From an optimization exercise on the open Yosys and OpenROAD flow, aimed at small area, a short achievable clock period and few clock cycles per item; shortcuts taken in it are not production practice.
Where RTL was checked, it was by simulation tests only, not by an equivalence proof against the original.
Power and IR drop assume default switching activity.

run A:
==> flow/design.v <==
package box_pkg;
  localparam int PX_W         = 8;
  localparam int WIN          = 3;
  localparam int LINE_BUFS    = WIN + 1;                 
  localparam int MAX_LINE_LEN = 16;
  localparam int LINE_ADDR_W  = $clog2( MAX_LINE_LEN );
  localparam int BUF_IDX_W    = $clog2( LINE_BUFS );
  localparam int SUM_W        = PX_W + 4;                
  typedef logic [PX_W - 1 : 0] px_t;
  typedef struct packed {
    px_t  tdata;
    logic tvalid;
    logic tlast;                                         
    logic tuser;                                         
  } stream_word_t;
  typedef struct packed {
    px_t [WIN - 1 : 0][WIN - 1 : 0] px;
    logic                           tvalid;
    logic                           tlast;
    logic                           tuser;
  } window_t;
  typedef struct packed {
    logic [SUM_W - 1 : 0] tdata;
    logic                 tvalid;
    logic                 tlast;
    logic                 tuser;
  } sum_word_t;
endpackage
`timescale 1ns/1ps
module box_filter_top
(
  input  logic         clk_i,
  input  logic         rst_i,
  input  box_pkg::stream_word_t video_i,
  output logic         video_ready_o,
  output box_pkg::sum_word_t    sum_o,
  input  logic         sum_ready_i
);
localparam int PW = box_pkg::PX_W;
localparam int SW = box_pkg::SUM_W;
localparam int ML = box_pkg::MAX_LINE_LEN;
localparam int VW = PW + 2;                              
logic                   rdy;                             
logic                   rdy_o;                           
logic                   acc;                             
logic [ML - 1 : 0]      n_oh;                            
logic [1 : 0]           n_row;                           
logic [1 : 0]           row_in;
logic [ML - 1 : 0]      col;                             
logic [ML - 1 : 0]      col_nx;                          
logic [ML - 1 : 0]      rd_sel;
logic [ML - 1 : 0][PW - 1 : 0] mem_hi;
logic [ML - 1 : 0][PW - 1 : 0] mem_lo;
logic [PW - 1 : 0]      rd_hi;
logic [PW - 1 : 0]      rd_lo;
logic [PW - 1 : 0]      pf_hi;                           
logic [PW - 1 : 0]      pf_lo;
logic                   y_v;
logic [PW - 1 : 0]      y_px;
logic [PW : 0]          y_hl;
logic                   y_last;
logic                   y_win;                           
logic                   y_first;                         
logic [VW - 1 : 0]      va;
logic [VW - 1 : 0]      vb;
logic [VW : 0]          w;
logic                   s_v;
logic                   s_last;
logic                   s_user;
logic                   z_v;
logic [SW - 1 : 0]      z_sum;
logic                   z_last;
logic                   z_user;
logic                   o_v;
logic [SW - 1 : 0]      o_sum;
logic                   o_last;
logic                   o_user;
logic                   k_v;
logic [SW - 1 : 0]      k_sum;
logic                   k_last;
logic                   k_user;
logic                   o_free;
assign video_ready_o = rdy_o;
assign acc           = rdy && video_i.tvalid;
assign row_in = video_i.tuser ? 2'd0 : n_row;
assign col    = video_i.tuser ? ML'( 1 ) : n_oh;
assign col_nx = video_i.tlast ? ML'( 1 ) : { col[ML - 2 : 0], 1'b0 };
always_ff @( posedge clk_i )
  if( acc )
    begin
      n_oh  <= col_nx;
      if( video_i.tlast )
        n_row <= ( row_in == 2'd3 ) ? 2'd3 : row_in + 1'b1;
      else
        n_row <= row_in;
    end
assign rd_sel = acc ? col_nx : n_oh;
always_comb
  begin
    rd_hi = '0;
    rd_lo = '0;
    for( int i = 0; i < ML; i++ )
      begin
        rd_hi = rd_hi | ( mem_hi[i] & {PW{rd_sel[i]}} );
        rd_lo = rd_lo | ( mem_lo[i] & {PW{rd_sel[i]}} );
      end
  end
always_ff @( posedge clk_i )
  begin
    pf_hi <= rd_hi;
    pf_lo <= rd_lo;
  end
for( genvar i = 0; i < ML; i++ )
  begin : g_mem
    always_ff @( posedge clk_i )
      if( acc && col[i] )
        begin
          mem_hi[i] <= video_i.tdata;
          mem_lo[i] <= mem_hi[i];
        end
  end
always_ff @( posedge clk_i, posedge rst_i )
  if( rst_i )
    y_v <= 1'b0;
  else
    if( rdy )
      y_v <= video_i.tvalid;
always_ff @( posedge clk_i )
  if( rdy )
    begin
      y_px    <= video_i.tdata;
      y_hl    <= ( PW + 1 )'( pf_hi ) + ( PW + 1 )'( pf_lo );
      y_last  <= video_i.tlast;
      y_win   <= !video_i.tuser && n_row[1] && !( n_oh[0] || n_oh[1] );
      y_first <= !video_i.tuser && ( n_row == 2'd2 ) && n_oh[2];
    end
always_ff @( posedge clk_i )
  if( rdy && y_v )
    begin
      va <= VW'( y_px ) + VW'( y_hl );
      vb <= va;
      w  <= ( VW + 1 )'( va ) + ( VW + 1 )'( vb );
    end
always_ff @( posedge clk_i, posedge rst_i )
  if( rst_i )
    s_v <= 1'b0;
  else
    if( rdy )
      s_v <= y_v && y_win;
always_ff @( posedge clk_i )
  if( rdy )
    begin
      s_last <= y_last;
      s_user <= y_first;
    end
always_ff @( posedge clk_i, posedge rst_i )
  if( rst_i )
    z_v <= 1'b0;
  else
    if( rdy )
      z_v <= s_v;
always_ff @( posedge clk_i )
  if( rdy )
    begin
      z_sum  <= SW'( va ) + SW'( w );
      z_last <= s_last;
      z_user <= s_user;
    end
assign o_free = !o_v || sum_ready_i;
always_ff @( posedge clk_i, posedge rst_i )
  if( rst_i )
    begin
      o_v   <= 1'b0;
      k_v   <= 1'b0;
      rdy   <= 1'b1;
      rdy_o <= 1'b1;
    end
  else
    begin
      if( o_free )
        o_v <= k_v || z_v;
      k_v   <= !o_free && ( k_v || z_v );
      rdy   <= o_free || !( k_v || z_v );
      rdy_o <= sum_ready_i || !( k_v || ( o_v && z_v ) );
    end
always_ff @( posedge clk_i )
  begin
    if( o_free )
      begin
        o_sum  <= k_v ? k_sum  : z_sum;
        o_last <= k_v ? k_last : z_last;
        o_user <= k_v ? k_user : z_user;
      end
    if( rdy )
      begin
        k_sum  <= z_sum;
        k_last <= z_last;
        k_user <= z_user;
      end
  end
assign sum_o = { o_sum, o_v, o_last, o_user };
endmodule
==> flow/config.mk <==
export PLATFORM = sky130hd
export DESIGN_NAME = box_filter_top
export DESIGN_NICKNAME = box_filter_top
export VERILOG_FILES = /design/flow/design.v
export SDC_FILE = /design/flow/constraint.sdc
export NUM_CORES = 4
export LEC_CHECK = 0
export CAP_MARGIN = 20
export CORE_MARGIN = 2
export CORE_UTILIZATION = 40
export CTS_BUF_LIST = sky130_fd_sc_hd__clkbuf_16
export CTS_CLUSTER_DIAMETER = 80
export CTS_CLUSTER_SIZE = 28
export SETUP_SLACK_MARGIN = 2.0
export SLEW_MARGIN = 20
==> flow/constraint.sdc <==
create_clock -name core_clock -period 4.0 [get_ports {clk_i}]
set_input_delay 0.8000 -clock core_clock [delete_from_list [all_inputs] [get_ports {clk_i}]]
set_output_delay 0.8000 -clock core_clock [all_outputs]
set_load 0.01 [all_outputs]
run.sh (not shown) runs the stock make flow with config.mk's settings and CLKGATE_MAP_FILE= SYNTH_SCRIPT=/design/flow/synth_recipe.tcl, a recipe that flattens the netlist after the stock synthesis.
Testbench counts of run A, summed over its fixed seeds: cycles 6,626, items 4,512.
Setup changes, run A to run B
--- a/flow/design.v
+++ b/flow/design.v
@@ -93,9 +93,9 @@
         n_row <= ( row_in == 2'd3 ) ? 2'd3 : row_in + 1'b1;
       else
         n_row <= row_in;
     end
-assign rd_sel = acc ? col_nx : n_oh;
+assign rd_sel = col_nx;
 always_comb
   begin
     rd_hi = '0;
     rd_lo = '0;
@@ -105,12 +105,13 @@
         rd_lo = rd_lo | ( mem_lo[i] & {PW{rd_sel[i]}} );
       end
   end
 always_ff @( posedge clk_i )
-  begin
-    pf_hi <= rd_hi;
-    pf_lo <= rd_lo;
-  end
+  if( acc )
+    begin
+      pf_hi <= rd_hi;
+      pf_lo <= rd_lo;
+    end
 for( genvar i = 0; i < ML; i++ )
   begin : g_mem
     always_ff @( posedge clk_i )
       if( acc && col[i] )
### Flow results
On met2 track demand over resource, the lower figure sits with run A, not run B.
Comparing run A and run B, wire length of the first global-routing pass is lower on run A.
In the metrics for run A and run B, the one carrying the higher clock-buffer cell count is run A.
Re power density relative to cell area: run A and run B aren't equal, and the lower value belongs to run B.
Changes observed in run B relative to run A: post-route cell area went down by about 2.2%, proportion of cell area occupied by registers went up by 3.2 points, netlist area before placement went up by 2.1%.
For run B, only the layout was checked, not whether the RTL still works.

-- port drivers added, routing unchanged --
How much do the figures lean on ideal ports? The routed layouts below were timed once more, with nothing changed but the port constraints.
Step 1: set_driving_cell puts a clkbuf_16 on clk_i and a buf_2 on each other input, an assumption about the parent block.
Step 2 times the ports against the registers' clock, not the clock port: input delays grow and output delays shrink by t, the midpoint of the rising clock arrivals with the driver on.
Three values: ideal, step 1, step 2; two values: the first two.
run | t (ns) | slack for setup (ns) | worst hold slack (ns) | worst setup path after step 2 | latest minus earliest clock arrival (ns)
run A | 0.576 | 1.862 / 1.862 / 1.372 | 0.428 / 0.428 / 0.428 | input to register | 0.034 / 0.034
run B | 0.587 | 1.920 / 1.920 / 1.463 | 0.427 / 0.427 / 0.427 | input to register | 0.029 / 0.029
After both steps every run listed still meets setup and hold. For run A, which loses most, drivers alone change the setup slack by 0.000 ns; drivers and shift together by -0.490 ns.
